This is an optimization exercise on Yosys and OpenROAD, whose aim is small area, a short achievable clock period and few clock cycles per item, not a production implementation. RTL that was checked went through simulation tests only; none was proved equivalent to the original.

==> flow/design.v <==
`timescale 1ns / 1ps
package wsht_pkg;
  localparam int unsigned ID_W = 5;
  localparam logic OP_LOAD  = 1'b0;
  localparam logic OP_CLICK = 1'b1;
  typedef struct packed {
    logic probe;   
    logic load;    
    logic move;    
  } wsht_ctrl_t;
endpackage
`timescale 1ns / 1ps
module wsht_cell
#(
  parameter int unsigned COORD_BITS = 12
) (
  input  logic                  clk_i,
  input  logic                  we_i,
  input  logic [COORD_BITS-1:0] xl_i,
  input  logic [COORD_BITS-1:0] yl_i,
  input  logic [COORD_BITS-1:0] xh_i,
  input  logic [COORD_BITS-1:0] yh_i,
  input  logic [COORD_BITS-1:0] px_i,
  input  logic [COORD_BITS-1:0] py_i,
  output logic [3:0]            hit_o    
);
  logic [COORD_BITS-1:0] xl_q, yl_q, xh_q, yh_q;
  logic                  ge_xl, le_xh, ge_yl, le_yh;
  wsht_ge #(.W(COORD_BITS)) u_ge_xl (.a_i(px_i), .b_i(xl_q), .ge_o(ge_xl));
  wsht_ge #(.W(COORD_BITS)) u_le_xh (.a_i(xh_q), .b_i(px_i), .ge_o(le_xh));
  wsht_ge #(.W(COORD_BITS)) u_ge_yl (.a_i(py_i), .b_i(yl_q), .ge_o(ge_yl));
  wsht_ge #(.W(COORD_BITS)) u_le_yh (.a_i(yh_q), .b_i(py_i), .ge_o(le_yh));
  assign hit_o = {le_yh, ge_yl, le_xh, ge_xl};
  always_ff @(posedge clk_i) begin
    if (we_i) begin
      xl_q <= xl_i;
      yl_q <= yl_i;
      xh_q <= xh_i;
      yh_q <= yh_i;
    end
  end
endmodule
module wsht_ge
#(
  parameter int unsigned W = 12
) (
  input  logic [W-1:0] a_i,
  input  logic [W-1:0] b_i,
  output logic         ge_o
);
  localparam int unsigned L = (W > 1) ? $clog2(W) : 1;
  logic [W-1:0] gt [L+1];
  logic [W-1:0] gq [L+1];
  assign gt[0] = a_i & ~b_i;
  assign gq[0] = a_i | ~b_i;
  for (genvar l = 0; l < L; l++) begin : g_lvl
    localparam int unsigned N = (W + (1 << l) - 1) >> l;
    for (genvar k = 0; k < W; k++) begin : g_rng
      if (2 * k + 1 < N) begin : g_join
        assign gt[l+1][k] = gt[l][2*k+1] | (gq[l][2*k+1] & gt[l][2*k]);
        assign gq[l+1][k] = gt[l][2*k+1] | (gq[l][2*k+1] & gq[l][2*k]);
      end else if (2 * k < N) begin : g_pass
        assign gt[l+1][k] = gt[l][2*k];
        assign gq[l+1][k] = gq[l][2*k];
      end else begin : g_none
        assign gt[l+1][k] = 1'b0;
        assign gq[l+1][k] = 1'b0;
      end
    end
  end
  assign ge_o = gq[L][0];
endmodule
`timescale 1ns / 1ps
module window_stack_hit_test_move_to_front_top
#(
  parameter int unsigned MAX_WINDOWS = 16,
  parameter int unsigned COORD_BITS  = 12
) (
  input  logic                  clk_i,
  input  logic                  rst_ni,
  input  logic                  in_valid_i,
  output logic                  in_ready_o,
  input  logic                  in_operation_i,
  input  logic [COORD_BITS-1:0] in_x_low_i,
  input  logic [COORD_BITS-1:0] in_y_low_i,
  input  logic [COORD_BITS-1:0] in_x_high_i,
  input  logic [COORD_BITS-1:0] in_y_high_i,
  output logic                  out_valid_o,
  input  logic                  out_ready_i,
  output logic [4:0]            out_window_id_o,
  output logic                  out_ignored_o,
  output logic                  out_store_full_o
);
  localparam int unsigned NW   = MAX_WINDOWS;
  localparam int unsigned ID_W = wsht_pkg::ID_W;
  logic                  busy_q;       
  logic                  accept;
  logic [NW-1:0]         used_q;       
  logic [NW-1:0]         free_first;   
  logic [3:0]            hit_b [NW];
  logic                  is_full;
  logic                  is_load;
  assign accept  = in_valid_i && !busy_q;
  logic [NW-1:0] wr_slot_q;
  logic [NW-1:0] used_d;
  logic          busy_d;
  assign is_load = (in_operation_i == wsht_pkg::OP_LOAD);
  assign is_full = used_q[NW-1];
  for (genvar i = 0; i < NW; i++) begin : g_slot
    if (i == 0) begin : g_first
      assign free_first[i] = !used_q[i];
    end else begin : g_rest
      assign free_first[i] = !used_q[i] && used_q[i-1];
    end
    wsht_cell #(
      .COORD_BITS (COORD_BITS)
    ) u_cell (
      .clk_i   (clk_i),
      .we_i    (in_valid_i && is_load && wr_slot_q[i]),
      .xl_i    (in_x_low_i),
      .yl_i    (in_y_low_i),
      .xh_i    (in_x_high_i),
      .yh_i    (in_y_high_i),
      .px_i    (in_x_low_i),
      .py_i    (in_y_low_i),
      .hit_o   (hit_b[i])
    );
  end
  logic [3:0]    hb_q [NW];     
  logic          s2_click_q;    
  logic          s2_load_q;     
  logic          s2_full_q;     
  assign used_d = (accept && is_load) ? {used_q[NW-2:0], 1'b1} : used_q;
  always_ff @(posedge clk_i or negedge rst_ni) begin
    if (!rst_ni) begin
      used_q     <= '0;
      wr_slot_q  <= NW'(1);
      s2_click_q <= 1'b0;
      s2_load_q  <= 1'b0;
      s2_full_q  <= 1'b0;
    end else begin
      s2_click_q <= accept && !is_load;
      s2_load_q  <= accept && is_load && !is_full;
      s2_full_q  <= accept && is_load && is_full;
      used_q     <= used_d;
      for (int i = 0; i < NW; i++) begin
        wr_slot_q[i] <= !busy_d && !used_d[i] && (i == 0 || used_d[(i + NW - 1) % NW]);
      end
    end
  end
  always_ff @(posedge clk_i) begin
    for (int i = 0; i < NW; i++) hb_q[i] <= {hit_b[i][3:1], hit_b[i][0] & used_q[i]};
  end
  logic [NW-1:0] above_q [NW];
  logic [NW-1:0] hit;           
  logic [NW-1:0] newest;        
  logic [NW-1:0] blocked;       
  logic [NW-1:0] top;           
  for (genvar i = 0; i < NW; i++) begin : g_newest
    if (i == NW - 1) begin : g_last
      assign newest[i] = used_q[i];
    end else begin : g_rest
      assign newest[i] = used_q[i] && !used_q[i+1];
    end
  end
  for (genvar i = 0; i < NW; i++) begin : g_hit
    assign hit[i] = &hb_q[i];
  end
  always_comb begin
    for (int i = 0; i < NW; i++) begin
      blocked[i] = 1'b0;
      for (int j = 0; j < NW; j++) begin
        if (j < i) blocked[i] = blocked[i] | (hit[j] &  above_q[j][i]);
        if (j > i) blocked[i] = blocked[i] | (hit[j] & ~above_q[i][j]);
      end
    end
  end
  logic          hit_prev;
  logic [NW-1:0] top_q;
  assign hit_prev = |(hit & top_q);
  assign top = ({NW{s2_click_q}} & (hit_prev ? top_q : (hit & ~blocked)))
             | ({NW{s2_load_q}} & newest);
  for (genvar i = 0; i < NW; i++) begin : g_row
    for (genvar j = i + 1; j < NW; j++) begin : g_col
      always_ff @(posedge clk_i) begin
        above_q[i][j] <= top_q[i] | (above_q[i][j] & ~top_q[j]);
      end
    end
  end
  logic          s3_valid_q;
  logic          s3_ign_q;
  logic          s3_full_q;
  always_ff @(posedge clk_i or negedge rst_ni) begin
    if (!rst_ni) begin
      s3_valid_q <= 1'b0;
    end else begin
      s3_valid_q <= s3_next;
    end
  end
  always_ff @(posedge clk_i) begin
    top_q     <= top;
    s3_ign_q  <= s2_click_q && !(|hit);
    s3_full_q <= s2_full_q;
  end
  logic [ID_W-1:0] res_id;
  always_comb begin
    res_id = '0;
    for (int i = 0; i < NW; i++) begin
      if (top_q[i]) res_id = res_id | ID_W'(i + 1);
    end
  end
  localparam int unsigned QD = 4;
  localparam int unsigned EW = ID_W + 2;
  logic [EW-1:0] q_data [QD];
  logic [QD-1:0] q_valid;
  logic [EW-1:0] sh_data [QD];
  logic [QD-1:0] sh_valid;
  logic [EW-1:0] nx_data [QD];
  logic [QD-1:0] nx_valid;
  logic          pop;
  logic          put;
  assign pop = q_valid[0] && out_ready_i;
  always_comb begin
    for (int k = 0; k < QD; k++) begin
      if (pop) begin
        sh_data[k]  = (k + 1 < QD) ? q_data[(k + 1) % QD] : q_data[k];
        sh_valid[k] = (k + 1 < QD) ? q_valid[(k + 1) % QD] : 1'b0;
      end else begin
        sh_data[k]  = q_data[k];
        sh_valid[k] = q_valid[k];
      end
    end
    put = s3_valid_q;
    for (int k = 0; k < QD; k++) begin
      nx_data[k]  = sh_data[k];
      nx_valid[k] = sh_valid[k];
      if (put && !sh_valid[k]) begin
        nx_data[k]  = {res_id, s3_ign_q, s3_full_q};
        nx_valid[k] = 1'b1;
        put         = 1'b0;
      end
    end
  end
  logic s2_next, s3_next;
  assign s2_next = accept;
  assign s3_next = s2_click_q || s2_load_q || s2_full_q;
  assign busy_d = nx_valid[QD-1]
               || (nx_valid[QD-2] && (s2_next || s3_next))
               || (nx_valid[QD-3] && s2_next && s3_next);
  always_ff @(posedge clk_i or negedge rst_ni) begin
    if (!rst_ni) begin
      q_valid <= '0;
      busy_q  <= 1'b0;
    end else begin
      q_valid <= nx_valid;
      busy_q  <= busy_d;
    end
  end
  always_ff @(posedge clk_i) begin
    for (int k = 0; k < QD; k++) q_data[k] <= nx_data[k];
  end
  assign in_ready_o       = !busy_q;
  assign out_valid_o      = q_valid[0];
  assign out_window_id_o  = q_data[0][EW-1:2];
  assign out_ignored_o    = q_data[0][1];
  assign out_store_full_o = q_data[0][0];
endmodule
Settings: LEC_CHECK=0, CAP_MARGIN=20, CORE_MARGIN=2, CORE_UTILIZATION=40, CTS_CLUSTER_DIAMETER=120, CTS_CLUSTER_SIZE=22, PLACE_DENSITY=0.6, SETUP_SLACK_MARGIN=2.3, SLEW_MARGIN=20; clock period 4.5 ns.
standard.sh (not shown) runs the stock make flow with config.mk's settings and CLKGATE_MAP_FILE= SYNTH_SCRIPT=/design/flow/synth_recipe.tcl, a recipe that flattens the netlist after the stock synthesis.
==> flow/flow/run.sh <==
#!/bin/bash
# Standard layout (the standard.sh, standard synthesis unchanged) with two
# resizer options changed: repair may swap a cell for any footprint, and the
# port buffers are plain buffers instead of delay cells.
set -uo pipefail
bash standard.sh MATCH_CELL_FOOTPRINT=0 \
  "BUFFER_PORTS_ARGS=-buffer_cell sky130_fd_sc_hd__buf_4" \
  finish > standard.log 2>&1
Next try:
--- a/flow/design.v
+++ b/flow/design.v
@@ -22,7 +22,8 @@
   input  logic [COORD_BITS-1:0] yh_i,
   input  logic [COORD_BITS-1:0] px_i,
   input  logic [COORD_BITS-1:0] py_i,
-  output logic [3:0]            hit_o    
+  output logic                  hit_x_o,
+  output logic                  hit_y_o
 );
   logic [COORD_BITS-1:0] xl_q, yl_q, xh_q, yh_q;
   logic                  ge_xl, le_xh, ge_yl, le_yh;
@@ -30,7 +31,8 @@
   wsht_ge #(.W(COORD_BITS)) u_le_xh (.a_i(xh_q), .b_i(px_i), .ge_o(le_xh));
   wsht_ge #(.W(COORD_BITS)) u_ge_yl (.a_i(py_i), .b_i(yl_q), .ge_o(ge_yl));
   wsht_ge #(.W(COORD_BITS)) u_le_yh (.a_i(yh_q), .b_i(py_i), .ge_o(le_yh));
-  assign hit_o = {le_yh, ge_yl, le_xh, ge_xl};
+  assign hit_x_o = ge_xl & le_xh;
+  assign hit_y_o = ge_yl & le_yh;
   always_ff @(posedge clk_i) begin
     if (we_i) begin
       xl_q <= xl_i;
@@ -97,13 +99,10 @@
   logic                  accept;
   logic [NW-1:0]         used_q;       
   logic [NW-1:0]         free_first;   
-  logic [3:0]            hit_b [NW];
+  logic [NW-1:0]         hit_x, hit_y;
   logic                  is_full;
   logic                  is_load;
   assign accept  = in_valid_i && !busy_q;
-  logic [NW-1:0] wr_slot_q;
-  logic [NW-1:0] used_d;
-  logic          busy_d;
   assign is_load = (in_operation_i == wsht_pkg::OP_LOAD);
   assign is_full = used_q[NW-1];
   for (genvar i = 0; i < NW; i++) begin : g_slot
@@ -116,25 +115,24 @@
       .COORD_BITS (COORD_BITS)
     ) u_cell (
       .clk_i   (clk_i),
-      .we_i    (in_valid_i && is_load && wr_slot_q[i]),
+      .we_i    (accept && is_load && free_first[i]),
       .xl_i    (in_x_low_i),
       .yl_i    (in_y_low_i),
       .xh_i    (in_x_high_i),
       .yh_i    (in_y_high_i),
       .px_i    (in_x_low_i),
       .py_i    (in_y_low_i),
-      .hit_o   (hit_b[i])
+      .hit_x_o (hit_x[i]),
+      .hit_y_o (hit_y[i])
     );
   end
-  logic [3:0]    hb_q [NW];     
+  logic [NW-1:0] hx_q, hy_q;    
   logic          s2_click_q;    
   logic          s2_load_q;     
   logic          s2_full_q;     
-  assign used_d = (accept && is_load) ? {used_q[NW-2:0], 1'b1} : used_q;
   always_ff @(posedge clk_i or negedge rst_ni) begin
     if (!rst_ni) begin
       used_q     <= '0;
-      wr_slot_q  <= NW'(1);
       s2_click_q <= 1'b0;
       s2_load_q  <= 1'b0;
       s2_full_q  <= 1'b0;
@@ -142,14 +140,12 @@
       s2_click_q <= accept && !is_load;
       s2_load_q  <= accept && is_load && !is_full;
       s2_full_q  <= accept && is_load && is_full;
-      used_q     <= used_d;
-      for (int i = 0; i < NW; i++) begin
-        wr_slot_q[i] <= !busy_d && !used_d[i] && (i == 0 || used_d[(i + NW - 1) % NW]);
-      end
-    end
-  end
-  always_ff @(posedge clk_i) begin
-    for (int i = 0; i < NW; i++) hb_q[i] <= {hit_b[i][3:1], hit_b[i][0] & used_q[i]};
+      if (accept && is_load) used_q <= {used_q[NW-2:0], 1'b1};
+    end
+  end
+  always_ff @(posedge clk_i) begin
+    hx_q <= hit_x & used_q;
+    hy_q <= hit_y;
   end
   logic [NW-1:0] above_q [NW];
   logic [NW-1:0] hit;           
@@ -163,9 +159,7 @@
       assign newest[i] = used_q[i] && !used_q[i+1];
     end
   end
-  for (genvar i = 0; i < NW; i++) begin : g_hit
-    assign hit[i] = &hb_q[i];
-  end
+  assign hit = hx_q & hy_q;
   always_comb begin
     for (int i = 0; i < NW; i++) begin
       blocked[i] = 1'b0;
@@ -175,19 +169,16 @@
       end
     end
   end
-  logic          hit_prev;
-  logic [NW-1:0] top_q;
-  assign hit_prev = |(hit & top_q);
-  assign top = ({NW{s2_click_q}} & (hit_prev ? top_q : (hit & ~blocked)))
-             | ({NW{s2_load_q}} & newest);
+  assign top = ({NW{s2_click_q}} & hit & ~blocked) | ({NW{s2_load_q}} & newest);
   for (genvar i = 0; i < NW; i++) begin : g_row
     for (genvar j = i + 1; j < NW; j++) begin : g_col
       always_ff @(posedge clk_i) begin
-        above_q[i][j] <= top_q[i] | (above_q[i][j] & ~top_q[j]);
+        above_q[i][j] <= top[i] | (above_q[i][j] & ~top[j]);
       end
     end
   end
   logic          s3_valid_q;
+  logic [NW-1:0] top_q;
   logic          s3_ign_q;
   logic          s3_full_q;
   always_ff @(posedge clk_i or negedge rst_ni) begin
@@ -244,16 +235,15 @@
   logic s2_next, s3_next;
   assign s2_next = accept;
   assign s3_next = s2_click_q || s2_load_q || s2_full_q;
-  assign busy_d = nx_valid[QD-1]
-               || (nx_valid[QD-2] && (s2_next || s3_next))
-               || (nx_valid[QD-3] && s2_next && s3_next);
   always_ff @(posedge clk_i or negedge rst_ni) begin
     if (!rst_ni) begin
       q_valid <= '0;
       busy_q  <= 1'b0;
     end else begin
       q_valid <= nx_valid;
-      busy_q  <= busy_d;
+      busy_q  <= nx_valid[QD-1]
+              || (nx_valid[QD-2] && (s2_next || s3_next))
+              || (nx_valid[QD-3] && s2_next && s3_next);
     end
   end
   always_ff @(posedge clk_i) begin
Final cell count goes down by about 6%.
Global-route usage came out lower by 0.48 points.
Worst setup slack gains 0.046 ns.
Via count shrinks by 5.2%.
Final area drops by 2.7%.
Testbench counts after the change, summed over its fixed seeds: cycles 4,824, items 4,800.
For the first run of this note, only the layout was checked, not whether the RTL still works.

separate check: timing with driven ports:
In the flow no input, the clock included, has a driving cell. The finished layouts below were timed again as built, in two steps. Step 1 (the two cells are an assumption about what drives the block):
set clk [get_ports {clk_i}]
set_driving_cell -lib_cell sky130_fd_sc_hd__clkbuf_16 $clk
set_driving_cell -lib_cell sky130_fd_sc_hd__buf_2 [delete_from_list [all_inputs] $clk]
Step 2 times the ports against the registers' clock, not the clock port: input delays grow and output delays shrink by t, the midpoint of the rising clock arrivals with the driver on. Slacks: ideal / step 1 / step 2; pairs: ideal / step 1.
| run | t, ns | setup slack, ns | latest minus earliest clock arrival (ns) | slew at the worst register clock pin (ns) | cell pins on the clock port's net |
|---|---|---|---|---|---|
| the first run | 0.766 | 2.244 / 2.244 / 1.539 | 0.058 / 0.058 | 0.10 / 0.10 | 1 |
| the second run | 0.704 | 2.289 / 2.191 / 1.487 | 0.038 / 0.038 | 0.10 / 0.10 | 1 |
After both steps setup and hold are still met in every run listed. The setup slack of the second run, which loses most, moves by -0.098 ns with the drivers and by -0.802 ns with both steps.
